Source: an optimization exercise on an open RTL-to-GDS flow (aim: small area, a short achievable clock period and few clock cycles per item). Production flows keep margins and buffers that such runs may drop. Where RTL was checked, it was by simulation tests only, not by an equivalence proof against the original. No functional check of the RTL was part of runs 6 to 8. Power is estimated from default activity; no workload was simulated.

[flow/config.mk]
export PLATFORM = sky130hd
export DESIGN_NAME = speaker_tone_frequency_meter_top
export DESIGN_NICKNAME = speaker_tone_frequency_meter_top
export VERILOG_FILES = /design/flow/design.v
export SDC_FILE = /design/flow/constraint.sdc
export NUM_CORES = 4
export LEC_CHECK = 0
export CAP_MARGIN = 20
export CORE_MARGIN = 2
export CORE_UTILIZATION = 40
export SETUP_SLACK_MARGIN = 4.5
export SLEW_MARGIN = 20
[flow/constraint.sdc]
create_clock -name core_clock -period 8.0 [get_ports {clk}]
set_input_delay 1.6000 -clock core_clock [delete_from_list [all_inputs] [get_ports {clk}]]
set_output_delay 1.6000 -clock core_clock [all_outputs]
set_load 0.01 [all_outputs]
[flow/design.v]
`timescale 1ns / 1ps
package stfm_pkg;
  localparam int FREQ_W   = 26;
  localparam int TIME_W   = 32;
  localparam int MODE_LSB = 3;
  localparam logic [FREQ_W-1:0] FREQ_MAX = {FREQ_W{1'b1}};
  typedef enum logic [1:0] {
    CMD_WRITE = 2'd0,
    CMD_SYNC  = 2'd1,
    CMD_RESET = 2'd2,
    CMD_NOP   = 2'd3
  } cmd_code_t;
  typedef struct packed {
    logic [1:0]        command;
    logic [7:0]        latch_data;
    logic [TIME_W-1:0] cycle_time;
  } cmd_t;
  typedef struct packed {
    logic [FREQ_W-1:0] tone_frequency;
    logic [7:0]        latch_value;
    logic [1:0]        video_mode;
  } res_t;
  typedef struct packed {
    logic done;
    logic saturated;
  } div_status_t;
endpackage
`timescale 1ns / 1ps
`timescale 1ns / 1ps
module speaker_tone_frequency_meter_top #(
  parameter int CYCLES_PER_SECOND = 3546900
) (
  input  logic            clk,
  input  logic            rst,
  input  logic            cmd_valid,
  output logic            cmd_stall,
  input  logic [1:0]      cmd_command,
  input  logic [7:0]      cmd_latch_data,
  input  logic [31:0]     cmd_cycle_time,
  output logic            res_valid,
  input  logic            res_stall,
  output logic [25:0]     res_tone_frequency,
  output logic [7:0]      res_latch_value,
  output logic [1:0]      res_video_mode
);
  localparam int FW = stfm_pkg::FREQ_W;
  localparam int TW = stfm_pkg::TIME_W;
  localparam int PW = 59;
  localparam int LW = FW + 1;
  localparam int NW = 53;
  localparam int SK = 8;
  localparam logic [NW-1:0] HALF_RATE = NW'(CYCLES_PER_SECOND / 2);
  localparam int KB = $clog2(CYCLES_PER_SECOND / 2 + 1);
  localparam logic [NW-1:0] P_LAST    = NW'((64'(CYCLES_PER_SECOND / 2) << TW) -
                                            64'(CYCLES_PER_SECOND / 2));
  logic [7:0]     latch_byte;
  logic [TW-1:0]  last_toggle_time;
  logic [PW-1:0]  prod;
  logic [TW-1:0]  gap_acc;
  logic [FW-1:0]  frequency_reg;
  logic           rv;
  logic           busy;
  logic           fix;
  logic           hold;
  logic           gcalc;
  logic           chk;
  logic           sat;
  logic [4:0]     cnt;
  logic           accept;
  logic           acc_w;
  logic           acc_s;
  logic           acc_r;
  logic           tog;
  logic           toggle;
  logic           t_nz;
  logic           t_nz_d;
  logic           back;
  logic [TW:0]    shifted;
  logic [TW:0]    add_b;
  logic           add_c;
  logic [TW+2:0]  add_w;
  logic [TW+1:0]  add_s;
  logic           ge;
  logic [TW-1:0]  rem_next;
  logic [TW+SK:0] g_or;
  logic           skip;
  logic           eligible;
  assign cmd_stall          = hold | (rv & res_stall);
  assign accept             = cmd_valid & ~cmd_stall;
  assign toggle             = cmd_latch_data[0] ^ latch_byte[0];
  assign t_nz               = t_nz_d;
  assign back               = cmd_cycle_time < last_toggle_time;
  assign res_valid          = rv;
  assign res_tone_frequency = frequency_reg;
  assign res_latch_value    = latch_byte;
  assign res_video_mode     = latch_byte[stfm_pkg::MODE_LSB +: 2];
  assign shifted  = prod[PW-1:LW-1];
  always_comb begin
    if (gcalc) begin
      add_b = {1'b0, last_toggle_time};
      add_c = 1'b1;
    end else if (busy) begin
      add_b = ~shifted;
      add_c = 1'b0;
    end else if (fix) begin
      add_b = ~{last_toggle_time, 1'b0};
      add_c = 1'b1;
    end else begin
      add_b = {last_toggle_time, 1'b0};
      add_c = 1'b0;
    end
  end
  assign add_w    = {2'b0, gap_acc, 1'b1} + {1'b0, add_b, add_c};
  assign add_s    = add_w[TW+2:1];
  assign ge       = ~add_s[TW+1];
  assign rem_next = ge ? ~add_s[TW-1:0] : shifted[TW-1:0];
  always_comb begin
    g_or = '0;
    for (int i = TW - 1; i >= 0; i--) g_or[i] = g_or[i+1] | gap_acc[i];
  end
  assign skip     = (cnt > 5'(SK)) && g_or[SK] && ((prod[PW-1:LW] & ~g_or[TW+SK:SK+1]) == '0);
  assign eligible = t_nz && (prod[PW-1:KB] != '0);
  assign acc_w = accept && (cmd_command == 2'd0);
  assign acc_s = accept && (cmd_command == 2'd1);
  assign acc_r = accept && (cmd_command == 2'd2);
  assign tog   = acc_w && toggle;
  always_ff @(posedge clk) begin
    if (rst) begin
      latch_byte       <= '0;
      t_nz_d           <= 1'b0;
      frequency_reg    <= '0;
      rv               <= 1'b0;
      busy             <= 1'b0;
      fix              <= 1'b0;
      hold             <= 1'b0;
      gcalc            <= 1'b0;
      chk              <= 1'b0;
      sat              <= 1'b0;
    end else begin
      if (rv && !res_stall) rv <= 1'b0;
      if (fix) begin
        fix  <= 1'b0;
        hold <= 1'b0;
      end
      if (accept) begin
        rv <= 1'b1;
      end
      if (acc_w) begin
        latch_byte <= cmd_latch_data;
      end
      if (tog) begin
        t_nz_d           <= (cmd_cycle_time != '0);
        if (t_nz && back) begin
          fix  <= 1'b1;
          hold <= 1'b1;
        end
      end
      if (acc_s) begin
        if (eligible) begin
          busy  <= 1'b1;
          hold  <= 1'b1;
          gcalc <= 1'b1;
          rv    <= 1'b0;
        end else begin
          t_nz_d           <= 1'b0;
          frequency_reg    <= '0;
        end
      end
      if (gcalc) begin
        t_nz_d           <= 1'b0;
        gcalc            <= 1'b0;
        chk              <= 1'b1;
      end
      if (acc_r) begin
        latch_byte       <= '0;
        t_nz_d           <= 1'b0;
        frequency_reg    <= '0;
      end
      sat <= 1'b0;
      if (busy && !gcalc) begin
        chk <= 1'b0;
        sat <= chk && ge;
        if (chk && gap_acc == '0) begin
          frequency_reg <= '0;
          busy          <= 1'b0;
          hold          <= 1'b0;
          rv            <= 1'b1;
        end else if (sat) begin
          frequency_reg <= stfm_pkg::FREQ_MAX;
          busy          <= 1'b0;
          hold          <= 1'b0;
          rv            <= 1'b1;
        end else if (cnt == 5'd1) begin
          frequency_reg <= {prod[FW-2:0], ge};
          busy          <= 1'b0;
          hold          <= 1'b0;
          rv            <= 1'b1;
        end
      end
    end
  end
  always_ff @(posedge clk) begin
    if (tog) begin
      last_toggle_time <= cmd_cycle_time;
    end
    if (tog && !t_nz) begin
      prod    <= '0;
      gap_acc <= ~cmd_cycle_time;
    end else begin
      if (tog) begin
        prod[NW-1:0] <= (prod[NW-1:0] == P_LAST) ? '0 : prod[NW-1:0] + HALF_RATE;
      end else if (busy && !gcalc) begin
        if (skip) begin
          prod <= {prod[PW-SK-1:0], SK'(0)};
        end else begin
          prod <= {rem_next, prod[LW-2:0], ge};
        end
      end
      if ((tog && back) || fix || gcalc) begin
        gap_acc <= add_s[TW-1:0];
      end
    end
    if (!busy || gcalc) begin
      cnt <= 5'(LW);
    end else if (skip) begin
      cnt <= cnt - 5'(SK);
    end else begin
      cnt <= cnt - 5'd1;
    end
  end
endmodule
[flow/flow/run.sh]
#!/bin/bash
# The standard layout, with plain buffers (buf_2) as the port buffers that
# global placement inserts. Make's full output goes to make.log here; each
# ORFS step keeps its own log under orfs/logs/.
set -euo pipefail
bash standard.sh "BUFFER_PORTS_ARGS=-buffer_cell sky130_fd_sc_hd__buf_2" finish > make.log 2>&1
[flow/standard.sh]
#!/bin/bash
# synth_recipe.tcl (not shown) runs the flow's synth.tcl, then flattens the netlist and writes it again
# the make line also repeats each setting of config.mk as NAME=value (left out here)
make -C /OpenROAD-flow-scripts/flow DESIGN_CONFIG=/design/flow/config.mk WORK_HOME=/design/flow/orfs CLKGATE_MAP_FILE= SYNTH_SCRIPT=/design/flow/synth_recipe.tcl "${@:-finish}"
==> results of run 1 <==
[synthesized netlist by cell type, drive strengths merged, types with 12 or more instances]
cell type | number | share of area
o21ai | 202 | 0.082
nand2 | 200 | 0.061
dfxtp | 106 | 0.17
a21oi | 101 | 0.041
nor2 | 99 | 0.030
clkbuf | 81 | 0.025
ha | 68 | 0.069
edfxtp | 64 | 0.16
inv | 64 | 0.019
xor2 | 45 | 0.032
buf | 39 | 0.016
mux2i | 33 | 0.027
nor3 | 33 | 0.014
a21o | 32 | 0.019
nor4 | 30 | 0.016
o22ai | 30 | 0.015
nand3 | 29 | 0.012
xnor2 | 27 | 0.019
nand4 | 24 | 0.013
a31oi | 19 | 0.0096
a221oi | 18 | 0.013
a211oi | 13 | 0.0083
o31ai | 12 | 0.0077
[cell families after synthesis]
kind of cell	after synthesis	synth area share
compound gates	522	0.265
xor+xnor	72	0.0511
fa+ha+maj	69	0.0705
buf+inv	184	0.0602
flops	170	0.327
mux	44	0.0368
simple gates	494	0.189
[layer usage]
layer  wire length (um)  vias up  GRT usage
li1                   -     5890          -
met3               3500       92     0.0423
met2              19000      602      0.389
met1              18800     5984      0.349
met5                  0        -          0
met4               1270        0     0.0641
[cells in the final DEF, fill, tap and decap left out, drive strengths merged, types with 8 or more instances in the layout]
cell,count
nand2,202
o21ai,202
buf,165
dfxtp,106
a21oi,101
nor2,99
inv,74
ha,68
edfxtp,64
xor2,45
mux2i,33
nor3,33
a21o,32
o22ai,30
nor4,30
nand3,29
xnor2,27
nand4,24
clkbuf,19
a31oi,19
a221oi,18
a211oi,13
o31ai,13
o211ai,11
nand2b,11
and3,11
mux2,11
nor2b,10
or2,10
a221o,8
and2,8
[per-stage QoR]
stage / hold WS, ns / util / total power (W)
after floorplan: 0.447 / - / 0.00137
after global placement: 0.462 / 0.426 / 0.00151
after detailed placement: 0.468 / 0.426 / 0.00152
after CTS: 0.479 / 0.465 / 0.00238
after global routing: 0.499 / 0.489 / 0.00251
final: 0.475 / 0.489 / 0.00242
[timing repair]
action | in CTS | in global routing
hold buffers | 0 | 0
pin swaps | 23 | 60
setup endpoints to repair | 117 | 102
gates cloned | 4 | 6
buffers inserted | 30 | 33
gates resized for setup | 72 | 104
[power groups by stage]
| stage | Combinational (W) | Clock [W] | Sequential (W) |
|---|---|---|---|
| final | 0.000535 | 0.000845 | 0.00104 |
| after global routing | 0.000578 | 0.000882 | 0.00105 |
| after CTS | 0.000487 | 0.000855 | 0.00104 |
| after detailed placement | 0.000458 | 0 | 0.00106 |
| after global placement | 0.000452 | 0 | 0.00106 |
| after floorplan | 0.000372 | 0 | 0.000993 |
[cell type report]
class	count	area share
Clock buffer	17	0.0285
Clock inverter	15	0.00973
Inverter	64	0.0179
Multi-Input combinational cell	1207	0.555
Sequential cell	170	0.272
Tap cell	396	0.0332
Timing Repair Buffer	167	0.0836
[worst max-delay path, stage by stage]
cell and delay [ns]:
buf_8 0.10, a21oi_4 0.16, inv_1 0.05, buf_2 0.14
[final timing paths]
check,end,slack [ns],cells past startpoint
setup / recovery,cmd_stall,4.35,4
hold / removal,frequency_reg[14],0.48,2
setup reg to reg,prod[43],4.44,16
hold reg to reg,frequency_reg[14],0.48,2
==> results.ini, run 1 <==
[outcome]
status=finished clean

[synth]
ys_types=82
syn_nets=1670
syn_area_um2=12300
yosys_register_bits=170
synthCells=1555
synth-edff-count=64
synth-main-ff-cell=dfxtp_1
yosys_warnings=1
synth-async-reset-ratio=0
synth_seq_area_share=0.327
syn_avg_cell_area_um2=7.94

[timing]
max-slew-margin-rel=0.306
fin_skew_ns=0.0172
worst_pin_slew_ns=1.03
finalSetupTns_ns=0
finalHoldViolations=0
fin_crit_sh=0.456
maxSlewViolCount=0
rsz0062_at_grt=yes
setup_slack_ns=4.35
finalSetupViolCount=0
max_freq_mhz=274
fin_crit_ns=3.65

[detailed_routing]
firstDrtPassIters=8
drt_iter0_drc=1434
wire_per_inst_um=20.9
routed_wl_um=42600
vias=12568
drc=0
antenna_left=0
via_per_inst=6.17

[cells_and_area]
n_antenna_cell=0
fill_cells=2899
design_area_um2=14900
largest_reg_flops=59
nNetsFinal=1742
multi_input_area_um2=8290
seq_area_um2=4050
top_register=prod
largest_registers=prod: 59 flops, gap_acc: 32 flops, last_toggle_time: 32 flops
area_growth_pct=20.8
fin_cells=2036
drive_gt1_frac=0.199

[global_route]
grt_util_all_layers=0.247
grt_max_degree=74
antenna_found_initial=0
grt_pass1_wl_um=64600
grt_pass1_vias=11436
grt_overflow=0

[placement]
pre_cts_slack_ns=3.04
place_inst=1931
place_hpwl_um=27900
place_area_um2=13000
io_buffers=83
gp_congestion=0.909

[pwr]
power.switching_w=0.000845
power.density_nw_per_um2=162
seq_power_share=0.431
switching_share=0.349
clkPwrFrac=0.349
ir_drop_mv=0.140
p_int_w=0.00158
combPwrFrac=0.221
power.leakage_nw=5.96

[die]
initial_utilization=0.405
die_h_um=180
ios=84
die_area_um2=32300
design.core.area_um2=30500
row_count=64
die_w_um=180

[min_path]
hold_start=frequency_reg[14]
hp-class=reg -> reg

[clock_network]
cts_max_path_buffers=2
htreeDepth=4
numCtsBuffers=17
worstSkewPairLatency_ns=0.46
cts_root_buf=clkbuf_16
cts_tree=done
clk_pin_slew_ns=0.07
cts_sinks=170

[flow_run]
maxCapViolations=0

[critical_path]
cp.required_ns=6.40
worstPathArrival_ns=2.05
crit_path_start_kind=primary input
critPathCaptureType=output pin
critPathKind=in -> out
crit_path_max_fanout=3
critPathLaunch=res_stall
rr_startpoint=fix

Testbench counts, summed over its fixed seeds: cycles 14,295, items 8,330.
==> inputs of run 2 (changes only) <==
--- a/flow/config.mk
+++ b/flow/config.mk
@@ -8,5 +8,5 @@
 export CAP_MARGIN = 20
 export CORE_MARGIN = 2
 export CORE_UTILIZATION = 40
-export SETUP_SLACK_MARGIN = 4.5
+export SETUP_SLACK_MARGIN = 4.0
 export SLEW_MARGIN = 20
==> results.ini, run 2 <==
[detailed_routing]
firstDrtPassIters=6
drt_iter0_drc=1441
drc=0
via_per_inst=6.10
antenna_left=0
wire_per_inst_um=20.2
routed_wl_um=39800
vias=12039

[cells_and_area]
mostFrequentLayoutCells=nand2_1 (198), o21ai_0 (191), dfxtp_1 (103), a21oi_1 (98), nor2_1 (96)
multi_input_area_um2=7730
top_register=prod
layout_commonest_cell=nand2_1
seq_area_um2=4050
fin_cells=1975
nNetsFinal=1681
fill_cells=3020
area_growth_pct=11.3
largest_reg_flops=59
drive_gt1_frac=0.122
post-route-util=0.451
n_antenna_cell=0
largest_registers=prod: 59 flops, gap_acc: 32 flops, last_toggle_time: 32 flops

[synth]
syn_avg_cell_area_um2=7.94
synth-async-reset-ratio=0
synth-edff-count=64
synth-main-ff-cell=dfxtp_1
synth_top_area_frac=0.172
syn_area_um2=12300
ys_types=82
synth_seq_area_share=0.327
yosys_warnings=1
synth_common_cells=nand2_1 (199), o21ai_0 (194), dfxtp_1 (106), a21oi_1 (101), nor2_1 (99)
syn_nets=1670
ys_top_cells_by_area=dfxtp_1 (17%), edfxtp_1 (16%), o21ai_0 (7.9%)
synth.largest_area_cell=dfxtp_1
synth_most_common_cell=nand2_1
yosys_register_bits=170
synthCells=1555

[clock_network]
cts_tree=done
clk_pin_slew_ns=0.08
htreeDepth=4
worstSkewPairLatency_ns=0.46
cts_hold_buf=0
cts_sinks=170
cts_max_path_buffers=2
numCtsBuffers=17
cts_root_buf=clkbuf_16

[critical_path]
reg2reg_setup_slack_ns=4.18
r2r_cells=14
critPathKind=reg -> reg
cp.required_ns=8.19
worstPathArrival_ns=4.01
crit_path_start_kind=register
rr_startpoint=busy
r2r_end=gap_acc[29]
crit_path_max_fanout=44
critPathCaptureType=register

[global_route]
grt_pass1_vias=10968
grt_util_all_layers=0.241
antenna_found_initial=0
grt_max_degree=74
grt_pass1_wl_um=62700
grt_overflow=0

[timing]
finalSetupTns_ns=0
fin_crit_ns=3.82
rsz0062_at_grt=yes
finalHoldViolations=0
finalSetupViolCount=0
fin_skew_ns=0.0165
max_freq_mhz=262
max-slew-margin-rel=0.209
maxSlewViolCount=0
worst_pin_slew_ns=1.18
fin_crit_sh=0.477

[placement]
place_inst=1932
gp_congestion=0.928
io_buffers=83
place_hpwl_um=28000

[pwr]
combPwrFrac=0.203
clkPwrFrac=0.354
p_int_w=0.00154
power.leakage_nw=5.49
ir_drop_mv=0.152
power.switching_w=0.000806
switching_share=0.343
power.density_nw_per_um2=171
seq_power_share=0.443

[die]
die_h_um=180
row_count=64
die_area_um2=32300
die_w_um=180
initial_utilization=0.405
design.core.area_um2=30500
ios=84

[min_path]
worstHoldPathCells=2
hp-class=reg -> reg
hold_start=frequency_reg[13]
hold_end=frequency_reg[13]

[flow_run]
maxCapViolations=0

[outcome]
status=finished clean

-- run 2: cell counts after synthesis --
No cell type changed its count.
-- run 2: worst max-delay path by stage --
stage          slack [ns]     endpoint       from  depth (start not counted)
6_report             4.18  gap_acc[29]       busy                         14
5_1_grt              3.95  gap_acc[30]        fix                         14
4_1_cts              4.02     prod[52]        fix                         15
3_5_place_dp         2.69   gap_acc[0]  res_stall                         10
3_3_place_gp         2.80   gap_acc[0]  res_stall                         10
2_1_floorplan        4.05   gap_acc[0]  res_stall                          9
-- run 2: kinds of logic after synthesis --
group,Yosys count,share of synthesized area
multiplexers,44,0.0368
XOR/XNOR,72,0.0511
flip-flops,170,0.327
adder cells (fa/ha/maj),69,0.0705
AND/OR/NAND/NOR,494,0.189
AO/OA/AOI/OAI,522,0.265
buffers and inverters,184,0.0602
-- run 2: critical path, cell delays in order, from the launching register on --
cell	delay (ns)
dfxtp_4	0.46
buf_12	0.23
nor2b_1	0.10
a21oi_1	0.11
o21ai_0	0.15
fa_1	0.48
a211oi_1	0.30
o21ai_2	0.16
o2111ai_2	0.27
a21oi_2	0.12
o311ai_1	0.41
a21oi_1	0.16
nor3_1	0.28
nor3_1	0.10
o21bai_1	0.19
-- run 2: metrics by stage --
stage                     worst slack (ns)  area [um2]  power [W]  hold WS (ns)
after detailed placement              2.69       12900    0.00151         0.469
after CTS                             4.02       13700    0.00235         0.480
after global placement                2.80       12900    0.00151         0.462
final                                 4.18       13700    0.00235         0.472
after global routing                  3.95       13700    0.00245         0.486
after floorplan                       4.05       12400    0.00136         0.447
-- run 2: final cells by class --
type | instances | share of cell area
multi-input cells | 1205 | 0.562
well taps | 396 | 0.0360
flip-flops and latches | 170 | 0.295
clock buffers | 17 | 0.0309
inverters | 64 | 0.0178
repair buffers | 108 | 0.0469
clock inverters | 15 | 0.0111
-- run 2: layer usage --
metal,wire length (um),track usage
met1,18600,0.351
met2,17300,0.362
met3,3020,0.0385
met4,909,0.0790
met5,0,0
-- run 2: power by group through the flow --
stage          Sequential [W]  Combinational, W  Clock (W)
2_1_floorplan        0.000993          0.000369          0
3_3_place_gp          0.00106          0.000452          0
3_5_place_dp          0.00106          0.000455          0
4_1_cts               0.00104          0.000465   0.000847
5_1_grt               0.00105          0.000525   0.000879
6_report              0.00104          0.000477   0.000833
-- run 2: timing repair --
action,in CTS,in global routing
pin swaps,4,3
buffers inserted,4,3
gates resized for setup,26,12
setup endpoints to repair,94,68
cloned,3,1
==> inputs of run 3 (changes only) <==
--- a/flow/config.mk
+++ b/flow/config.mk
@@ -8,5 +8,8 @@
 export CAP_MARGIN = 20
 export CORE_MARGIN = 2
 export CORE_UTILIZATION = 40
+export CTS_BUF_LIST = sky130_fd_sc_hd__clkbuf_4 sky130_fd_sc_hd__clkbuf_8
+export CTS_CLUSTER_DIAMETER = 60
+export CTS_CLUSTER_SIZE = 24
 export SETUP_SLACK_MARGIN = 4.0
 export SLEW_MARGIN = 20
==> results.ini, run 3 <==
[placement]
gp_congestion=0.928
io_buffers=83
place_hpwl_um=28000

[synth]
syn_area_um2=12300
yosys_register_bits=170
synth-async-reset-ratio=0
synth_top_area_frac=0.172
synth_most_common_cell=nand2_1
synth.largest_area_cell=dfxtp_1
syn_nets=1670
yosys_warnings=1
synth-edff-count=64
syn_avg_cell_area_um2=7.94
synthCells=1555
synth-main-ff-cell=dfxtp_1
ys_types=82
ys_top_cells_by_area=dfxtp_1 (17%), edfxtp_1 (16%), o21ai_0 (7.9%)
synth_seq_area_share=0.327
synth_common_cells=nand2_1 (199), o21ai_0 (194), dfxtp_1 (106), a21oi_1 (101), nor2_1 (99)

[critical_path]
critical_path_cell_count=4
cp.required_ns=6.40
r2r_end=prod[43]
worstPathArrival_ns=2.20
crit_buf_inv=3
critPathCapture=cmd_stall
r2r_cells=14
crit_path_max_fanout=5
crit_chain=buf_2 > a21oi_2 > inv_1 > buf_2
crit_path_start_kind=primary input
cp_common_cell=buf_2
rr_startpoint=fix
reg2reg_setup_slack_ns=4.21
slowest_stage=a21oi_2
critPathKind=in -> out
crit_family=buffers and inverters
critPathCaptureType=output pin
critPathLaunch=res_stall
cpPeakStageDelay_ns=0.27

[cells_and_area]
drive_gt1_frac=0.121
nNetsFinal=1681
area_growth_pct=9.73
n_antenna_cell=0
largest_reg_flops=59
largest_registers=prod: 59 flops, gap_acc: 32 flops, last_toggle_time: 32 flops
top_register=prod
layout_commonest_cell=nand2_1
mostFrequentLayoutCells=nand2_1 (198), o21ai_0 (190), dfxtp_1 (103), a21oi_1 (98), nor2_1 (96)

[timing]
maxSlewViolCount=0
worst_pin_slew_ns=1.15
max_freq_mhz=263
finalSetupViolCount=0
max-slew-margin-rel=0.227
finalHoldViolations=0
fin_crit_ns=3.80
fin_skew_ns=0.0233
finalSetupTns_ns=0
fin_crit_sh=0.475
rsz0062_at_grt=yes

[detailed_routing]
drt_iter0_drc=1291
drt-met1-wl_um=18300
dr_wl_met2_um=17400
wire_per_inst_um=20.1
antenna_left=0
drc=0
routed-wl-met3_um=3070
dr.max_layer_used=met4
firstDrtPassIters=6
vias=11893
routed_wl_um=39600
via_per_inst=6.02

[clock_network]
cts_root_buf=clkbuf_8
clk_pin_slew_ns=0.10
worstSkewPairLatency_ns=0.51
numCtsBuffers=17
cts_max_path_buffers=2
htreeDepth=4
cts_tree=done
cts_sinks=170
cts_hold_buf=0

[pwr]
power.leakage_nw=5.40
power.switching_w=0.000781
seq_power_share=0.486
p_int_w=0.00136
switching_share=0.365
power.total_w=0.00214
ir_drop_mv=0.185
combPwrFrac=0.222
clkPwrFrac=0.292
power.density_nw_per_um2=158

[global_route]
grt_pass1_wl_um=62400
grt_max_degree=74
grt_util_all_layers=0.240
grt_pass1_vias=10942
antenna_found_initial=0
grt_overflow=0

[die]
initial_utilization=0.405
ios=84
design.core.area_um2=30500
row_count=64
die_area_um2=32300
die_w_um=180
die_h_um=180

[flow_run]
maxCapViolations=0

[min_path]
hp-class=reg -> reg
hold_start=frequency_reg[13]

[outcome]
status=finished clean

[run 3: cell counts after synthesis]
Identical to the previous run, type by type.
[run 3: repair_timing]
| action | 4_1_cts | 5_1_grt |
|---|---|---|
| cloned | 3 | 1 |
| endpoints found under the setup margin | 89 | 68 |
| resized for setup | 24 | 14 |
| buffers inserted | 4 | 3 |
| pin swaps | 4 | 2 |
[run 3: power by group through the flow]
stage	clock network, W	registers, W	logic [W]
3_3_place_gp	0	0.00106	0.000452
5_1_grt	0.000669	0.00105	0.000525
3_5_place_dp	0	0.00106	0.000455
2_1_floorplan	0	0.000993	0.000369
6_report	0.000625	0.00104	0.000476
4_1_cts	0.000641	0.00104	0.000464
[run 3: final cells by class]
type | count | area, um2
sequential | 170 | 4050
tap | 396 | 495
fill | 3050 | 17000
multi-input combinational | 1205 | 7730
clock buffer | 17 | 234
inverter | 64 | 245
timing repair buffer | 108 | 644
clock inverter | 15 | 153
[run 3: cells by family (layout without fill, tap and decap cells)]
family,after synthesis,after routing,synth area share
XOR/XNOR,72,72,0.0511
flip-flops,170,170,0.327
adder cells (fa/ha/maj),69,69,0.0705
buffers and inverters,184,204,0.0602
multiplexers,44,44,0.0368
AND/OR/NAND/NOR,494,496,0.189
AO/OA/AOI/OAI,522,524,0.265
[run 3: how the worst min path moves through the flow]
stage	to	slack, ns	depth (start not counted)
after floorplan	chk	0.45	2
after global placement	frequency_reg[7]	0.46	2
after detailed placement	frequency_reg[3]	0.47	2
after CTS	frequency_reg[13]	0.48	2
after global routing	frequency_reg[25]	0.49	2
final	frequency_reg[13]	0.48	2
[run 3: metrics by stage]
stage	hold WS (ns)	std cells	utilization	cell area [um2]	setup slack, ns
after floorplan	0.447	1555	-	12400	4.05
after global placement	0.462	1932	0.424	12900	2.80
after detailed placement	0.469	1932	0.424	12900	2.69
after CTS	0.484	1971	0.441	13500	4.00
after global routing	0.491	1975	0.444	13600	3.98
final	0.476	1975	0.444	13600	4.20
[run 3: layer usage]
layer | global-route usage | vias to the layer above
met1 | 0.344 | 5565
met3 | 0.0466 | 77
met5 | 0 | -
met2 | 0.363 | 494
met4 | 0.0754 | 0
li1 | - | 5757
[run 3: worst min-delay path, cell delays in order (launching register included)]
cell and delay (ns):
dfxtp_1 0.32, nand2_1 0.05, a221oi_1 0.06
==> inputs of run 4 (changes only) <==
--- a/flow/config.mk
+++ b/flow/config.mk
@@ -10,6 +10,6 @@
 export CORE_UTILIZATION = 40
 export CTS_BUF_LIST = sky130_fd_sc_hd__clkbuf_4 sky130_fd_sc_hd__clkbuf_8
 export CTS_CLUSTER_DIAMETER = 60
-export CTS_CLUSTER_SIZE = 24
-export SETUP_SLACK_MARGIN = 4.0
+export CTS_CLUSTER_SIZE = 30
+export SETUP_SLACK_MARGIN = 4.5
 export SLEW_MARGIN = 20
==> results.ini, run 4 <==
[die]
die_w_um=180
row_count=64
die_h_um=180
ios=84
die_area_um2=32300
design.core.area_um2=30500
initial_utilization=0.405

[cells_and_area]
largest_registers=prod: 59 flops, gap_acc: 32 flops, last_toggle_time: 32 flops
area_growth_pct=19.2
top_register=prod
layout_commonest_cell=nand2_1
design_area_um2=14700
nNetsFinal=1733
post-route-util=0.483
drive_gt1_frac=0.199
mostFrequentLayoutCells=nand2_1 (191), o21ai_0 (159), dfxtp_1 (102), a21oi_1 (91), nor2_1 (88)
largest_reg_flops=59
n_antenna_cell=0

[synth]
ys_top_cells_by_area=dfxtp_1 (17%), edfxtp_1 (16%), o21ai_0 (7.9%)
yosys_register_bits=170
synth_top_area_frac=0.172
synth_most_common_cell=nand2_1
synth.largest_area_cell=dfxtp_1
yosys.area_share.simple=0.189
synth_common_cells=nand2_1 (199), o21ai_0 (194), dfxtp_1 (106), a21oi_1 (101), nor2_1 (99)
synth_top_family_by_area=compound AO/OA/AOI/OAI gates
syn_avg_cell_area_um2=7.94
yosys.area_share.adder=0.0705
syn_nets=1670
synth_compound_area_frac=0.265
synthXorXnorAreaFrac=0.0511
muxShareOfSynthArea=0.0368
ys_types=82
yosys_warnings=1
synth_seq_area_share=0.327
syn_area_um2=12300
synth-edff-count=64
synthCells=1555
synth-main-ff-cell=dfxtp_1
synth-async-reset-ratio=0

[placement]
io_buffers=83
place_area_um2=13000
pre_cts_slack_ns=3.04
place_hpwl_um=27900
gp_congestion=0.909

[pwr]
power.density_nw_per_um2=150
power.leakage_nw=5.82
switching_share=0.369
p_int_w=0.00139
clkPwrFrac=0.287
power.switching_w=0.000815
combPwrFrac=0.240
seq_power_share=0.473
ir_drop_mv=0.164

[clock_network]
cts_tree=done
htreeDepth=4
numCtsBuffers=17
cts_sinks=170
clk_pin_slew_ns=0.10
cts_max_path_buffers=2
cts_root_buf=clkbuf_8
worstSkewPairLatency_ns=0.50

[critical_path]
critPathCaptureType=output pin
crit_path_start_kind=primary input
worstPathArrival_ns=2.04
critPathKind=in -> out
crit_path_max_fanout=3
cp.required_ns=6.40
critPathLaunch=res_stall
reg2reg_setup_slack_ns=4.42
rr_startpoint=fix

[outcome]
status=finished clean

[timing]
finalSetupViolCount=0
max-slew-margin-rel=0.304
maxSlewViolCount=0
worst_pin_slew_ns=1.03
fin_crit_sh=0.455
rsz0062_at_grt=yes
setup_slack_ns=4.36
fin_skew_ns=0.0262
max_freq_mhz=275
finalHoldViolations=0
fin_crit_ns=3.64
finalSetupTns_ns=0

[global_route]
grt_pass1_wl_um=63900
grt_util_all_layers=0.244
grt_overflow=0
grt_max_degree=74
grt_pass1_vias=11346
antenna_found_initial=1

[detailed_routing]
firstDrtPassIters=6
wire_per_inst_um=20.8
vias=12407
antenna_left=0
routed_wl_um=42200
drc=0
drt_iter0_drc=1548
via_per_inst=6.12

[min_path]
hold_start=frequency_reg[13]
hp-class=reg -> reg

[flow_run]
maxCapViolations=0

==> run 4: cell count changes in the layout (fill, tap and decap cells not counted), sizes merged <==
| cell | delta |
|---|---|
| clkinvlp | -1 |
| a31o | +2 |
| inv | +2 |
| buf | +49 |
| nand2 | -1 |
| clkbuf | +2 |
| clkinv | -1 |
==> run 4: per-stage QoR <==
| stage | hold WS [ns] | std cells | power [W] |
|---|---|---|---|
| global placement | 0.462 | 1931 | 0.00151 |
| finish | 0.479 | 2027 | 0.00221 |
| floorplan | 0.447 | 1555 | 0.00137 |
| global route | 0.503 | 2027 | 0.00230 |
| CTS | 0.484 | 1993 | 0.00216 |
| detailed placement | 0.468 | 1931 | 0.00152 |
==> run 4: power groups by stage <==
stage	logic, W	registers, W	clock network, W
final	0.000531	0.00104	0.000634
after global routing	0.000576	0.00105	0.000674
after CTS	0.000484	0.00104	0.000641
after floorplan	0.000372	0.000993	0
after global placement	0.000452	0.00106	0
after detailed placement	0.000458	0.00106	0
==> run 4: worst paths after layout <==
kind,to,cells past startpoint
setup / recovery,cmd_stall,4
hold / removal,frequency_reg[13],2
setup reg to reg,prod[36],16
hold reg to reg,frequency_reg[13],2
==> run 4: logic make-up after synthesis <==
group / Yosys count
AO/OA/AOI/OAI: 522
XOR/XNOR: 72
adder cells (fa/ha/maj): 69
buffers and inverters: 184
flip-flops: 170
multiplexers: 44
AND/OR/NAND/NOR: 494
==> run 4: final cells by class <==
type / count / area, um2
Multi-Input combinational cell: 1206 / 8290
Timing Repair Buffer: 159 / 1240
Tap cell: 396 / 495
Clock buffer: 17 / 234
Clock inverter: 15 / 145
Fill cell: 2941 / 15800
Sequential cell: 170 / 4050
Inverter: 64 / 267
==> run 4: critical path, cell delays in order <==
cell	delay [ns]
buf_8	0.10
a21oi_4	0.14
inv_1	0.06
buf_2	0.14
==> run 4: metal layers <==
| metal | GRT usage | up-vias | wire, um | share of wire |
|---|---|---|---|---|
| met3 | 0.0383 | 65 | 3300 | 0.078 |
| li1 | - | 5868 | - | - |
| met5 | 0 | - | 12 | 0.00028 |
| met2 | 0.382 | 573 | 19100 | 0.45 |
| met1 | 0.352 | 5899 | 18900 | 0.45 |
| met4 | 0.0589 | 2 | 857 | 0.020 |
==> run 4: what timing repair did <==
item,in CTS,in global routing
setup endpoints to repair,117,106
cloned,3,5
hold buffers,0,0
buffers inserted,27,29
gates resized for setup,67,132
pin swaps,18,70
==> inputs of run 5 (changes only) <==
--- a/flow/config.mk
+++ b/flow/config.mk
@@ -11,5 +11,5 @@
 export CTS_BUF_LIST = sky130_fd_sc_hd__clkbuf_4 sky130_fd_sc_hd__clkbuf_8
 export CTS_CLUSTER_DIAMETER = 60
 export CTS_CLUSTER_SIZE = 30
-export SETUP_SLACK_MARGIN = 4.5
+export SETUP_SLACK_MARGIN = 5.0
 export SLEW_MARGIN = 20
==> results.ini, run 5 <==
[outcome]
status=finished clean

[clock_network]
cts_root_buf=clkbuf_8
cts_hold_buf=0
cts_max_path_buffers=2
numCtsBuffers=17
worstSkewPairLatency_ns=0.51
cts_tree=done
cts_sinks=170
htreeDepth=4
clk_pin_slew_ns=0.10

[detailed_routing]
firstDrtPassIters=8
vias=13089
wire_per_inst_um=22.2
drc=0
dr_wl_met2_um=21300
drt-met1-wl_um=20000
dr.max_layer_used=met4
routed_wl_um=46800
via_per_inst=6.22
routed-wl-met3_um=3720
antenna_left=0
drt_iter0_drc=1714

[pwr]
power.density_nw_per_um2=147
ir_drop_mv=0.144
power.total_w=0.00245
power.leakage_nw=6.59

[cells_and_area]
mostFrequentLayoutCells=nand2_1 (183), dfxtp_1 (99), o21ai_1 (92), o21ai_0 (92), buf_4 (88)
top_register=prod
nNetsFinal=1813
largest_reg_flops=59
area_growth_pct=35.1
post-route-util=0.547
n_antenna_cell=0
largest_registers=prod: 59 flops, gap_acc: 32 flops, last_toggle_time: 32 flops
layout_commonest_cell=nand2_1
drive_gt1_frac=0.307

[placement]
place_hpwl_um=28200
gp_congestion=0.907
io_buffers=83
pre_cts_slack_ns=3.21

[global_route]
grt_pass1_vias=12185
grt_max_degree=74
antenna_found_initial=0
grt_overflow=0
grt_pass1_wl_um=70000
grt_util_all_layers=0.271

[die]
initial_utilization=0.405
die_area_um2=32300
ios=84
design.core.area_um2=30500
row_count=64
die_w_um=180
die_h_um=180

[critical_path]
critPathKind=reg -> reg
cpPeakStageDelay_ns=0.47
cp.required_ns=8.35
critPathCaptureType=register
worstPathArrival_ns=4.13
r2r_cells=18
crit_chain=buf_12 > buf_16 > xor2_1 > o21ai_1 > o21ai_1 > ha_1 > a21oi_1 > o21ai_1 > a211oi_4 > a21oi_4 > buf_6 > buf_6 > buf_6 > o311ai_4 > a21oi_2 > o21a_1 > nor3_2 > o21bai_1
crit_path_start_kind=register
crit_path_max_fanout=6
slowest_stage=dfxtp_4

[timing]
maxSlewViolCount=0
rsz0062_at_grt=yes
worst_pin_slew_ns=0.945
finalHoldViolations=0
setup_slack_ns=4.22
finalSetupTns_ns=0
max_freq_mhz=265
fin_crit_sh=0.472
fin_skew_ns=0.0254
finalSetupViolCount=0
max-slew-margin-rel=0.370
fin_crit_ns=3.78

[synth]
synth_most_common_cell=nand2_1
yosys_warnings=1
muxShareOfSynthArea=0.0368
synthCells=1555
synthXorXnorAreaFrac=0.0511
synth-main-ff-cell=dfxtp_1
ys_top_cells_by_area=dfxtp_1 (17%), edfxtp_1 (16%), o21ai_0 (7.9%)
synth_top_family_by_area=compound AO/OA/AOI/OAI gates
synth_top_area_frac=0.172
ys_types=82
synth_common_cells=nand2_1 (199), o21ai_0 (194), dfxtp_1 (106), a21oi_1 (101), nor2_1 (99)
yosys.area_share.adder=0.0705
yosys.area_share.simple=0.189
synth_seq_area_share=0.327
synth-edff-count=64
syn_avg_cell_area_um2=7.94
syn_nets=1670
synth-async-reset-ratio=0
synth_compound_area_frac=0.265
synth.largest_area_cell=dfxtp_1
yosys_register_bits=170
syn_area_um2=12300

[flow_run]
maxCapViolations=0

[min_path]
hp-class=reg -> reg
worstHoldPathCells=2

-- run 5: changes by cell type in the layout (fill, tap and decap cells not counted), moves of 12 or more --
cell,change
a21oi_2,+12
xnor2_1,-13
a21oi_1,-17
nor3_1,-12
buf_4,+34
o21ai_0,-67
o21ai_1,+57
buf_6,+36
-- run 5: layer usage --
layer | GRT usage | vias up
met5 | 0 | -
met4 | 0.0907 | 0
met3 | 0.0409 | 134
met2 | 0.429 | 676
met1 | 0.378 | 6250
li1 | - | 6029
-- run 5: cells by family (layout without fill, tap and decap cells) --
kind of cell,after synthesis,in the layout
AOI/OAI and AO/OA,522,524
adders and majority gates,69,69
DFF,170,170
xor gates and xnor gates,72,72
muxes,44,44
and+or+nand+nor,494,499
buffers and inverters,184,331
-- run 5: layout make-up --
class | count | area, um2
clock buffer | 17 | 234
sequential | 170 | 4060
tap | 396 | 495
inverter | 64 | 267
multi-input combinational | 1208 | 9270
clock inverter | 13 | 211
timing repair buffer | 237 | 2150
fill | 2647 | 13800
-- run 5: per-stage QoR --
step	instances	cell area [um2]	hold WS, ns
finish	2105	16700	0.482
global route	2105	16700	0.500
floorplan	1555	13100	0.447
detailed placement	1927	13300	0.470
global placement	1927	13300	0.462
CTS	2063	15600	0.484
-- run 5: path summary, 6_finish.rpt --
path / start / slack, ns / end
worst min-delay path: frequency_reg[20] / 0.48 / frequency_reg[20]
worst max register to register: fix / 4.22 / gap_acc[29]
worst max-delay path: fix / 4.22 / gap_acc[29]
worst min register to register: frequency_reg[20] / 0.48 / frequency_reg[20]
-- run 5: what timing repair did --
action                                  CTS  global route
endpoints found under the setup margin  155           140
resized for setup                       174           177
setup buffers                            93            42
gates cloned                             13             0
pin swaps                                63            81
-- run 5: critical path: cells and delay by family (launching register included) --
family,cells,cell delay [ns]
fa+ha+maj,1,0.30
buf+inv,5,0.62
simple gates,1,0.20
xor+xnor,1,0.19
flops,1,0.47
compound gates,10,1.83
-- run 5: power breakdown --
part	switching [W]	internal (W)	total, W
registers	0.000102	0.000945	0.00105
clock network	0.000352	0.000372	0.000724
logic	0.000383	0.000297	0.000680
total	0.000838	0.00161	0.00245
==> inputs of run 6 (changes only) <==
--- a/flow/design.v
+++ b/flow/design.v
@@ -60,6 +60,7 @@
   logic [FW-1:0]  frequency_reg;
   logic           rv;
   logic           busy;
+  logic           div;
   logic           fix;
   logic           hold;
   logic           gcalc;
@@ -99,7 +100,7 @@
     if (gcalc) begin
       add_b = {1'b0, last_toggle_time};
       add_c = 1'b1;
-    end else if (busy) begin
+    end else if (div) begin
       add_b = ~shifted;
       add_c = 1'b0;
     end else if (fix) begin
@@ -131,6 +132,7 @@
       frequency_reg    <= '0;
       rv               <= 1'b0;
       busy             <= 1'b0;
+      div              <= 1'b0;
       fix              <= 1'b0;
       hold             <= 1'b0;
       gcalc            <= 1'b0;
@@ -169,6 +171,7 @@
       if (gcalc) begin
         t_nz_d           <= 1'b0;
         gcalc            <= 1'b0;
+        div              <= 1'b1;
         chk              <= 1'b1;
       end
       if (acc_r) begin
@@ -177,22 +180,25 @@
         frequency_reg    <= '0;
       end
       sat <= 1'b0;
-      if (busy && !gcalc) begin
+      if (div) begin
         chk <= 1'b0;
         sat <= chk && ge;
         if (chk && gap_acc == '0) begin
           frequency_reg <= '0;
           busy          <= 1'b0;
+          div           <= 1'b0;
           hold          <= 1'b0;
           rv            <= 1'b1;
         end else if (sat) begin
           frequency_reg <= stfm_pkg::FREQ_MAX;
           busy          <= 1'b0;
+          div           <= 1'b0;
           hold          <= 1'b0;
           rv            <= 1'b1;
         end else if (cnt == 5'd1) begin
           frequency_reg <= {prod[FW-2:0], ge};
           busy          <= 1'b0;
+          div           <= 1'b0;
           hold          <= 1'b0;
           rv            <= 1'b1;
         end
@@ -209,7 +215,7 @@
     end else begin
       if (tog) begin
         prod[NW-1:0] <= (prod[NW-1:0] == P_LAST) ? '0 : prod[NW-1:0] + HALF_RATE;
-      end else if (busy && !gcalc) begin
+      end else if (div) begin
         if (skip) begin
           prod <= {prod[PW-SK-1:0], SK'(0)};
         end else begin
@@ -220,7 +226,7 @@
         gap_acc <= add_s[TW-1:0];
       end
     end
-    if (!busy || gcalc) begin
+    if (!div) begin
       cnt <= 5'(LW);
     end else if (skip) begin
       cnt <= cnt - 5'(SK);
--- a/flow/config.mk
+++ b/flow/config.mk
@@ -8,8 +8,6 @@
 export CAP_MARGIN = 20
 export CORE_MARGIN = 2
 export CORE_UTILIZATION = 40
-export CTS_BUF_LIST = sky130_fd_sc_hd__clkbuf_4 sky130_fd_sc_hd__clkbuf_8
-export CTS_CLUSTER_DIAMETER = 60
-export CTS_CLUSTER_SIZE = 30
-export SETUP_SLACK_MARGIN = 5.0
+export SETUP_SLACK_MARGIN = 4.5
 export SLEW_MARGIN = 20
+export TNS_END_PERCENT = 30
==> results.ini, run 6 <==
[synth]
syn_avg_cell_area_um2=7.96
synth_most_common_cell=o21ai_0
synth.largest_area_cell=dfxtp_1
syn_area_um2=12400
synth_seq_area_share=0.327
synth-edff-count=64
yosys_register_bits=170
synth_top_area_frac=0.171
synth-main-ff-cell=dfxtp_1
synthCells=1555
synth-async-reset-ratio=0
ys_types=78
syn_nets=1670
yosys_warnings=1
synth_common_cells=o21ai_0 (173), nand2_1 (157), a21oi_1 (145), nor2_1 (131), dfxtp_1 (106)
ys_top_cells_by_area=dfxtp_1 (17%), edfxtp_1 (16%), o21ai_0 (7.0%)

[timing]
maxSlewViolCount=0
max-slew-margin-rel=0.466
rsz0062_at_grt=yes
fin_skew_ns=0.0229
worst_pin_slew_ns=0.796
finalHoldViolations=0
max_freq_mhz=273
finalSetupTns_ns=0
fin_crit_sh=0.458
fin_crit_ns=3.66
finalSetupViolCount=0

[critical_path]
r2r_cells=15
crit_chain=buf_6 > a21oi_4 > inv_1 > buf_2
crit_family=buffers and inverters
slowest_stage=a21oi_4
critical_path_cell_count=4
reg2reg_setup_slack_ns=4.35
crit_path_start_kind=primary input
crit_buf_inv=3
cp.required_ns=6.40
critPathLaunch=res_stall
cpPeakStageDelay_ns=0.17
critPathCapture=cmd_stall
worstPathArrival_ns=2.06
crit_path_max_fanout=3
critPathKind=in -> out
r2r_end=prod[32]
rr_startpoint=div
critPathCaptureType=output pin

[cells_and_area]
mostFrequentLayoutCells=nand2_1 (154), o21ai_0 (145), a21oi_1 (134), nor2_1 (127), dfxtp_1 (101)
largest_registers=prod: 59 flops, gap_acc: 32 flops, last_toggle_time: 32 flops
n_antenna_cell=0
seq_area_um2=4060
layout_commonest_cell=nand2_1
largest_reg_flops=59
drive_gt1_frac=0.195
post-route-util=0.491
fill_cells=2887
multi_input_area_um2=8210
top_register=prod
nNetsFinal=1750
area_growth_pct=21.1

[global_route]
grt_pass1_wl_um=67300
grt_pass1_vias=11538
grt_overflow=0
antenna_found_initial=0
grt_util_all_layers=0.262
grt_max_degree=75

[outcome]
status=finished clean

[pwr]
ir_drop_mv=0.170
power.leakage_nw=6.16
power.density_nw_per_um2=164
power.total_w=0.00245

[clock_network]
htreeDepth=4
clk_pin_slew_ns=0.09
cts_sinks=170
cts_tree=done
cts_root_buf=clkbuf_16
cts_max_path_buffers=2
numCtsBuffers=17
worstSkewPairLatency_ns=0.48
cts_hold_buf=0

[die]
die_area_um2=32400
design.core.area_um2=30500
initial_utilization=0.406
die_w_um=180
die_h_um=180
row_count=64
ios=84

[placement]
io_buffers=83
place_hpwl_um=28300
gp_congestion=0.941

[detailed_routing]
drc=0
routed_wl_um=44000
wire_per_inst_um=21.5
firstDrtPassIters=8
vias=12488
drt_iter0_drc=1582
via_per_inst=6.11
antenna_left=0

[flow_run]
maxCapViolations=0

[min_path]
hp-class=reg -> reg

## run 6: tightest hold or removal path, cell delays in order (launching register included)
cell and delay [ns]:
dfxtp_1 0.31, nand2_1 0.07, o21ai_0 0.07
## run 6: worst min-delay path by stage
stage,startpoint,to,cells after the start
3_3_place_gp,frequency_reg[0],frequency_reg[0],2
5_1_grt,frequency_reg[19],frequency_reg[19],2
3_5_place_dp,frequency_reg[0],frequency_reg[0],2
2_1_floorplan,chk,chk,2
6_report,frequency_reg[0],frequency_reg[0],2
4_1_cts,frequency_reg[0],frequency_reg[0],2
## run 6: stage by stage
| step | hold slack [ns] | worst slack (ns) | cell area [um2] | std cells |
|---|---|---|---|---|
| floorplan | 0.447 | 4.38 | 12500 | 1555 |
| global placement | 0.471 | 3.38 | 13000 | 1927 |
| detailed placement | 0.481 | 3.25 | 13000 | 1927 |
| global route | 0.531 | 4.22 | 15000 | 2044 |
| CTS | 0.495 | 4.38 | 14500 | 2021 |
| finish | 0.490 | 4.34 | 15000 | 2044 |
## run 6: kinds of logic (layout without fill, tap and decap cells)
| family | Yosys count | in the layout | share of synthesized area |
|---|---|---|---|
| AO/OA/AOI/OAI | 506 | 507 | 0.251 |
| XOR/XNOR | 72 | 72 | 0.0510 |
| adder cells (fa/ha/maj) | 69 | 69 | 0.0704 |
| buffers and inverters | 179 | 266 | 0.0587 |
| flip-flops | 170 | 170 | 0.327 |
| multiplexers | 63 | 63 | 0.0528 |
| AND/OR/NAND/NOR | 496 | 501 | 0.189 |
## run 6: repair_timing
item / CTS / global route
setup buffers: 51 / 21
cloned: 11 / 2
setup endpoints to repair: 117 / 101
resized for setup: 60 / 67
pin swaps: 36 / 35
## run 6: cell type report
| class | count | area share |
|---|---|---|
| multi-input cells | 1212 | 0.548 |
| flip-flops and latches | 170 | 0.271 |
| repair buffers | 170 | 0.0895 |
| well taps | 396 | 0.0331 |
| clock buffers | 17 | 0.0284 |
| inverters | 63 | 0.0160 |
| clock inverters | 15 | 0.0142 |
| repair inverters | 1 | 0.000334 |
## run 6: report_power, final
group	switching [W]	internal (W)	total (W)
registers	0.000118	0.000952	0.00107
clock network	0.000462	0.000462	0.000924
logic	0.000262	0.000199	0.000461
## run 6: routing by layer
metal,share of wire,GRT usage,vias to the layer above
met2,0.45,0.415,604
met4,0.030,0.0875,0
li1,-,-,5856
met1,0.43,0.362,5937
met3,0.082,0.0446,91
met5,0,0,-
==> inputs of run 7 (changes only) <==
--- a/flow/config.mk
+++ b/flow/config.mk
@@ -8,6 +8,5 @@
 export CAP_MARGIN = 20
 export CORE_MARGIN = 2
 export CORE_UTILIZATION = 40
-export SETUP_SLACK_MARGIN = 4.5
+export SETUP_SLACK_MARGIN = 4.0
 export SLEW_MARGIN = 20
-export TNS_END_PERCENT = 30
==> results.ini, run 7 <==
[outcome]
status=finished clean

[pwr]
p_int_w=0.00153
combPwrFrac=0.178
clkPwrFrac=0.358
seq_power_share=0.464
ir_drop_mv=0.131
power.density_nw_per_um2=167
power.leakage_nw=5.68
power.total_w=0.00230
power.switching_w=0.000775
switching_share=0.336

[min_path]
hp-class=reg -> reg
hold_end=frequency_reg[0]
worstHoldPathCells=2
hold_start=frequency_reg[0]

[cells_and_area]
drive_gt1_frac=0.123
top_register=prod
layout_commonest_cell=o21ai_0
largest_reg_flops=59
largest_registers=prod: 59 flops, gap_acc: 32 flops, last_toggle_time: 32 flops
nNetsFinal=1685
design_area_um2=13800
post-route-util=0.453
mostFrequentLayoutCells=o21ai_0 (172), nand2_1 (156), a21oi_1 (143), nor2_1 (128), dfxtp_1 (102)
fin_cells=1979
n_antenna_cell=0
area_growth_pct=11.8

[timing]
rsz0062_at_grt=yes
maxSlewViolCount=0
worst_pin_slew_ns=1.01
finalHoldViolations=0
fin_skew_ns=0.0130
max-slew-margin-rel=0.325
max_freq_mhz=256
finalSetupViolCount=0
fin_crit_ns=3.91
fin_crit_sh=0.489
finalSetupTns_ns=0

[clock_network]
worstSkewPairLatency_ns=0.46
htreeDepth=4
clk_pin_slew_ns=0.08
cts_sinks=170
cts_tree=done
cts_root_buf=clkbuf_16
cts_hold_buf=0
numCtsBuffers=17
cts_max_path_buffers=2

[critical_path]
crit_path_start_kind=primary input
slowest_stage=or4_4
critical_path_cell_count=10
rr_startpoint=gcalc
reg2reg_setup_slack_ns=4.15
critPathKind=in -> reg
worstPathArrival_ns=4.08
cp.required_ns=8.16
crit_path_max_fanout=16
crit_chain=buf_2 > ha_1 > nand3_1 > nor3_1 > nand2_1 > nor3_1 > o21ai_0 > o2111ai_1 > a31oi_2 > or4_4
cpPeakStageDelay_ns=0.65
crit_family=simple AND/OR/NAND/NOR gates
critPathCaptureType=register
cp_common_cell=nor3_1
r2r_end=prod[48]
crit_buf_inv=1
r2r_cells=13

[die]
die_area_um2=32400
initial_utilization=0.406
die_h_um=180
design.core.area_um2=30500
die_w_um=180
ios=84
row_count=64

[detailed_routing]
antenna_left=0
via_per_inst=6.04
firstDrtPassIters=6
drt_iter0_drc=1492
routed_wl_um=41400
vias=11960
wire_per_inst_um=20.9
drc=0

[synth]
ys_top_cells_by_area=dfxtp_1 (17%), edfxtp_1 (16%), o21ai_0 (7.0%)
syn_area_um2=12400
synth_most_common_cell=o21ai_0
synthCells=1555
synth_top_area_frac=0.171
yosys_warnings=1
synth-async-reset-ratio=0
synth-main-ff-cell=dfxtp_1
synth.largest_area_cell=dfxtp_1
ys_types=78
synth_common_cells=o21ai_0 (173), nand2_1 (157), a21oi_1 (145), nor2_1 (131), dfxtp_1 (106)
yosys_register_bits=170
synth-edff-count=64
syn_nets=1670
synth_seq_area_share=0.327
syn_avg_cell_area_um2=7.96

[global_route]
grt_overflow=0
grt_util_all_layers=0.252
grt_pass1_wl_um=65100
antenna_found_initial=0
grt_pass1_vias=11270
grt_max_degree=60

[placement]
gp_congestion=0.910
place_hpwl_um=28600
place_inst=1926
place_area_um2=12900
io_buffers=83

[flow_run]
maxCapViolations=0

==> run 7: cell counts after synthesis <==
No cell type changed its count.
==> run 7: worst max path at each step <==
stage                        from     endpoint  slack [ns]
6_report       cmd_cycle_time[31]  gap_acc[21]        4.09
5_1_grt                     gcalc     prod[48]        3.95
4_1_cts                       fix     prod[48]        4.01
3_5_place_dp            res_stall     prod[40]        2.87
3_3_place_gp            res_stall     prod[55]        2.92
2_1_floorplan           res_stall     prod[47]        4.01
==> run 7: final cells by class <==
cell class / instances / area [um2]
clock buffer: 18 / 429
clock inverter: 14 / 124
fill: 3032 / 16700
inverter: 63 / 240
multi-input combinational: 1207 / 7770
sequential: 170 / 4060
tap: 396 / 495
timing repair buffer: 110 / 709
timing repair inverter: 1 / 5.00
==> run 7: logic make-up after synthesis <==
group                    after synthesis  share of synthesized area
AO/OA/AOI/OAI                        506                      0.251
adder cells (fa/ha/maj)               69                     0.0704
flip-flops                           170                      0.327
multiplexers                          63                     0.0528
AND/OR/NAND/NOR                      496                      0.189
buffers and inverters                179                     0.0587
XOR/XNOR                              72                     0.0510
==> run 7: tightest hold or removal path, delay by kind of cell, from the launching register on <==
family | cells | cell delay, ns
flops | 1 | 0.31
compound gates | 1 | 0.07
simple gates | 1 | 0.07
==> run 7: power groups by stage <==
stage,clock [W],combinational (W),sequential (W)
global route,0.000867,0.000454,0.00107
detailed placement,0,0.000391,0.00108
CTS,0.000837,0.000397,0.00106
finish,0.000826,0.000410,0.00107
global placement,0,0.000387,0.00109
floorplan,0,0.000329,0.00101
==> run 7: repair_timing <==
item	CTS	global route
pin swaps	2	5
cloned	2	1
endpoints found under the setup margin	107	76
setup buffers	3	15
endpoints found under the hold margin	0	0
gates resized for setup	21	14
==> run 7: per-stage QoR <==
step / hold WS [ns] / setup WS, ns
2_1_floorplan: 0.447 / 4.01
3_3_place_gp: 0.474 / 2.92
3_5_place_dp: 0.483 / 2.87
4_1_cts: 0.493 / 4.01
5_1_grt: 0.519 / 3.95
6_report: 0.489 / 4.09
==> run 7: routing by layer <==
metal / routed length, um / track usage
met1: 18800 / 0.358
met2: 18100 / 0.386
met3: 3140 / 0.0432
met4: 1330 / 0.0846
met5: 0 / 0
==> inputs of run 8 (changes only) <==
--- a/flow/design.v
+++ b/flow/design.v
@@ -83,8 +83,9 @@
   logic [TW+1:0]  add_s;
   logic           ge;
   logic [TW-1:0]  rem_next;
-  logic [TW+SK:0] g_or;
+  logic [TW+SK:0] g_or;   
   logic           skip;
+  logic           skip2;
   logic           eligible;
   assign cmd_stall          = hold | (rv & res_stall);
   assign accept             = cmd_valid & ~cmd_stall;
@@ -120,6 +121,7 @@
     for (int i = TW - 1; i >= 0; i--) g_or[i] = g_or[i+1] | gap_acc[i];
   end
   assign skip     = (cnt > 5'(SK)) && g_or[SK] && ((prod[PW-1:LW] & ~g_or[TW+SK:SK+1]) == '0);
+  assign skip2    = (cnt > 5'd2) && g_or[2] && ((prod[PW-1:LW] & ~g_or[TW+2:3]) == '0);
   assign eligible = t_nz && (prod[PW-1:KB] != '0);
   assign acc_w = accept && (cmd_command == 2'd0);
   assign acc_s = accept && (cmd_command == 2'd1);
@@ -218,6 +220,8 @@
       end else if (div) begin
         if (skip) begin
           prod <= {prod[PW-SK-1:0], SK'(0)};
+        end else if (skip2) begin
+          prod <= {prod[PW-3:0], 2'b0};
         end else begin
           prod <= {rem_next, prod[LW-2:0], ge};
         end
@@ -230,6 +234,8 @@
       cnt <= 5'(LW);
     end else if (skip) begin
       cnt <= cnt - 5'(SK);
+    end else if (skip2) begin
+      cnt <= cnt - 5'd2;
     end else begin
       cnt <= cnt - 5'd1;
     end
==> results.ini, run 8 <==
[die]
row_count=66
die_area_um2=34400
initial_utilization=0.406
design.core.area_um2=32500
die_w_um=186
die_h_um=186
ios=84

[critical_path]
rr_startpoint=fix
crit_chain=clkbuf_16 > nand2b_4 > o21ai_0 > mux2_2 > fa_2 > a211oi_2 > o21ai_1 > a21oi_2 > a211o_1 > a211oi_4 > o31ai_4 > buf_4 > bufbuf_16 > nor2_1 > a211oi_1 > a221o_1
r2r_cells=16
reg2reg_setup_slack_ns=4.10
crit_path_start_kind=register
crit_path_max_fanout=28
critPathKind=reg -> reg
critPathCaptureType=register
worstPathArrival_ns=4.30
slowest_stage=fa_2
cpPeakStageDelay_ns=0.41
r2r_end=prod[30]
cp.required_ns=8.40

[pwr]
power.leakage_nw=5.77
ir_drop_mv=0.153
power.total_w=0.00238
power.density_nw_per_um2=161

[synth]
synth-main-ff-cell=dfxtp_1
yosys_warnings=1
yosys_register_bits=170
syn_area_um2=13200
synth_top_area_frac=0.161
synth_most_common_cell=o21ai_0
synth-edff-count=64
synth_top_family_by_area=compound AO/OA/AOI/OAI gates
syn_nets=1791
synth_seq_area_share=0.307
yosys.area_share.simple=0.176
yosys.area_share.adder=0.0689
ys_types=82
ys_top_cells_by_area=dfxtp_1 (16%), edfxtp_1 (15%), o21ai_0 (8.9%)
synth.largest_area_cell=dfxtp_1
synth-async-reset-ratio=0
synth_compound_area_frac=0.292
syn_avg_cell_area_um2=7.88
muxShareOfSynthArea=0.0443
synthXorXnorAreaFrac=0.0432
synthCells=1673
synth_common_cells=o21ai_0 (235), nand2_1 (173), a21oi_1 (134), nor2_1 (114), dfxtp_1 (106)

[placement]
place_inst=2076
place_hpwl_um=28600
gp_congestion=0.924
io_buffers=83

[clock_network]
htreeDepth=4
cts_root_buf=clkbuf_16
worstSkewPairLatency_ns=0.46
cts_sinks=170
clk_pin_slew_ns=0.08
cts_tree=done
cts_max_path_buffers=2
cts_hold_buf=0
numCtsBuffers=17

[global_route]
grt_overflow=0
grt_util_all_layers=0.243
grt_max_degree=61
grt_pass1_wl_um=65800
grt_pass1_vias=11722
antenna_found_initial=1

[cells_and_area]
fin_cells=2135
nNetsFinal=1798
mostFrequentLayoutCells=o21ai_0 (231), nand2_1 (170), a21oi_1 (129), nor2_1 (109), dfxtp_1 (100)
top_register=prod
area_growth_pct=12.3
largest_reg_flops=59
n_antenna_cell=0
largest_registers=prod: 59 flops, gap_acc: 32 flops, last_toggle_time: 32 flops
drive_gt1_frac=0.150
layout_commonest_cell=o21ai_0

[timing]
fin_skew_ns=0.0145
maxSlewViolCount=0
finalHoldViolations=0
finalSetupViolCount=0
holdWs_ns=0.490
max-slew-margin-rel=0.432
fin_crit_sh=0.487
fin_crit_ns=3.90
finalSetupTns_ns=0
max_freq_mhz=257
worst_pin_slew_ns=0.831
rsz0062_at_grt=no

[flow_run]
maxCapViolations=0

[detailed_routing]
antenna_left=0
routed_wl_um=42800
wire_per_inst_um=20.0
drt_iter0_drc=1491
vias=12872
firstDrtPassIters=6
drc=0
via_per_inst=6.03

[min_path]
hp-class=reg -> reg
hold_end=frequency_reg[2]
hold_start=frequency_reg[2]
worstHoldPathCells=2

[outcome]
status=finished clean

[run 8: cell count changes in the layout (fill, tap and decap cells not counted), moves of 12 or more]
cell      previous run  this run
o21ai_0            172       231
o211ai_1            13        40
nor2_1             128       109
a31oi_1              8        26
mux2_2               9        27
mux2i_1             45        28
nor3_1              39        22
o21a_1              11        27
buf_4               19        34
a21oi_1            143       129
nand2_1            156       170
o31ai_1             15         3
[run 8: area by class of cell]
type	count	area [um2]
inverter	67	259
multi-input combinational	1296	8450
clock inverter	12	123
timing repair buffer	128	891
sequential	170	4060
clock buffer	20	467
fill	3232	17700
tap	442	553
[run 8: kinds of logic after synthesis]
kind of cell / count (synthesis)
adders and majority gates: 72
AOI/OAI and AO/OA: 621
buffers and inverters: 207
muxes: 55
DFF: 170
and+or+nand+nor: 483
xor gates and xnor gates: 65
[run 8: timing repair]
item | 4_1_cts | 5_1_grt
gates resized for setup | 25 | 32
endpoints found under the setup margin | 97 | 69
buffers inserted | 2 | 21
gates cloned | 1 | 3
pin swaps | 1 | 9
[run 8: per-layer routing]
layer / routed length, um / track usage / share of wire
met4: 1050 / 0.0721 / 0.025
met2: 18800 / 0.380 / 0.44
met5: 12 / 0 / 0.00028
met1: 20000 / 0.347 / 0.47
met3: 2840 / 0.0325 / 0.066
[run 8: worst max-delay path, delay by kind of cell (launching register included)]
family	cells	cell delay, ns
buffers and inverters	3	0.72
and+or+nand+nor	2	0.18
adders and majority gates	1	0.41
muxes	1	0.31
DFF	1	0.38
AOI/OAI and AO/OA	9	1.82
[run 8: through the flow]
stage | util | setup WS [ns] | area [um2]
final | 0.456 | 4.10 | 14800
after global routing | 0.456 | 4.00 | 14800
after CTS | 0.445 | 3.96 | 14400
after detailed placement | 0.422 | 2.92 | 13700
after global placement | 0.422 | 2.99 | 13700
after floorplan | - | 4.02 | 13200
[run 8: how the worst max path moves through the flow]
stage / startpoint / endpoint
2_1_floorplan: div / prod[28]
3_3_place_gp: res_stall / prod[50]
3_5_place_dp: res_stall / prod[50]
4_1_cts: fix / prod[32]
5_1_grt: gcalc / prod[45]
6_report: fix / prod[30]
[run 8: where the power goes]
part	switching, W	leakage [nW]	internal (W)	total [W]
logic	0.000273	4.03	0.000192	0.000465
registers	0.000111	1.44	0.000945	0.00106
clock network	0.000398	0.297	0.000464	0.000861
total	0.000782	5.77	0.00160	0.00238

==> what the ideal ports hide <==
No port has a modelled driver above. Below, the same layouts with a new extraction and two added sets of constraints. Step 1 (the two cells are an assumption about what drives the block):
set clk [get_ports {clk}]
set_driving_cell -lib_cell sky130_fd_sc_hd__clkbuf_16 $clk
set_driving_cell -lib_cell sky130_fd_sc_hd__buf_2 [delete_from_list [all_inputs] $clk]
Step 2 times the ports against the registers' clock, not the clock port: input delays grow and output delays shrink by t, the midpoint of the rising clock arrivals with the driver on. a / b / c = ideal / step 1 / step 2; a / b = the first two.
run	t, ns	setup WS [ns]	slew at the worst register clock pin (ns)	cell pins on the clock port's net
run 1	0.497	4.351 / 4.314 / 4.047	0.08 / 0.08	1
run 2	0.496	4.182 / 4.178 / 3.724	0.08 / 0.08	1
run 3	0.550	4.197 / 4.178 / 3.741	0.12 / 0.12	1
run 4	0.538	4.359 / 4.321 / 4.017	0.12 / 0.12	1
run 5	0.540	4.221 / 4.221 / 4.102	0.11 / 0.11	1
run 6	0.516	4.335 / 4.301 / 3.881	0.09 / 0.09	1
run 7	0.508	4.088 / 4.107 / 3.599	0.08 / 0.08	1
run 8	0.497	4.104 / 4.104 / 3.683	0.08 / 0.08	1
After both steps every run listed still meets setup and hold. For run 7, which loses most, drivers alone change the setup slack by +0.019 ns; drivers and shift together by -0.489 ns.
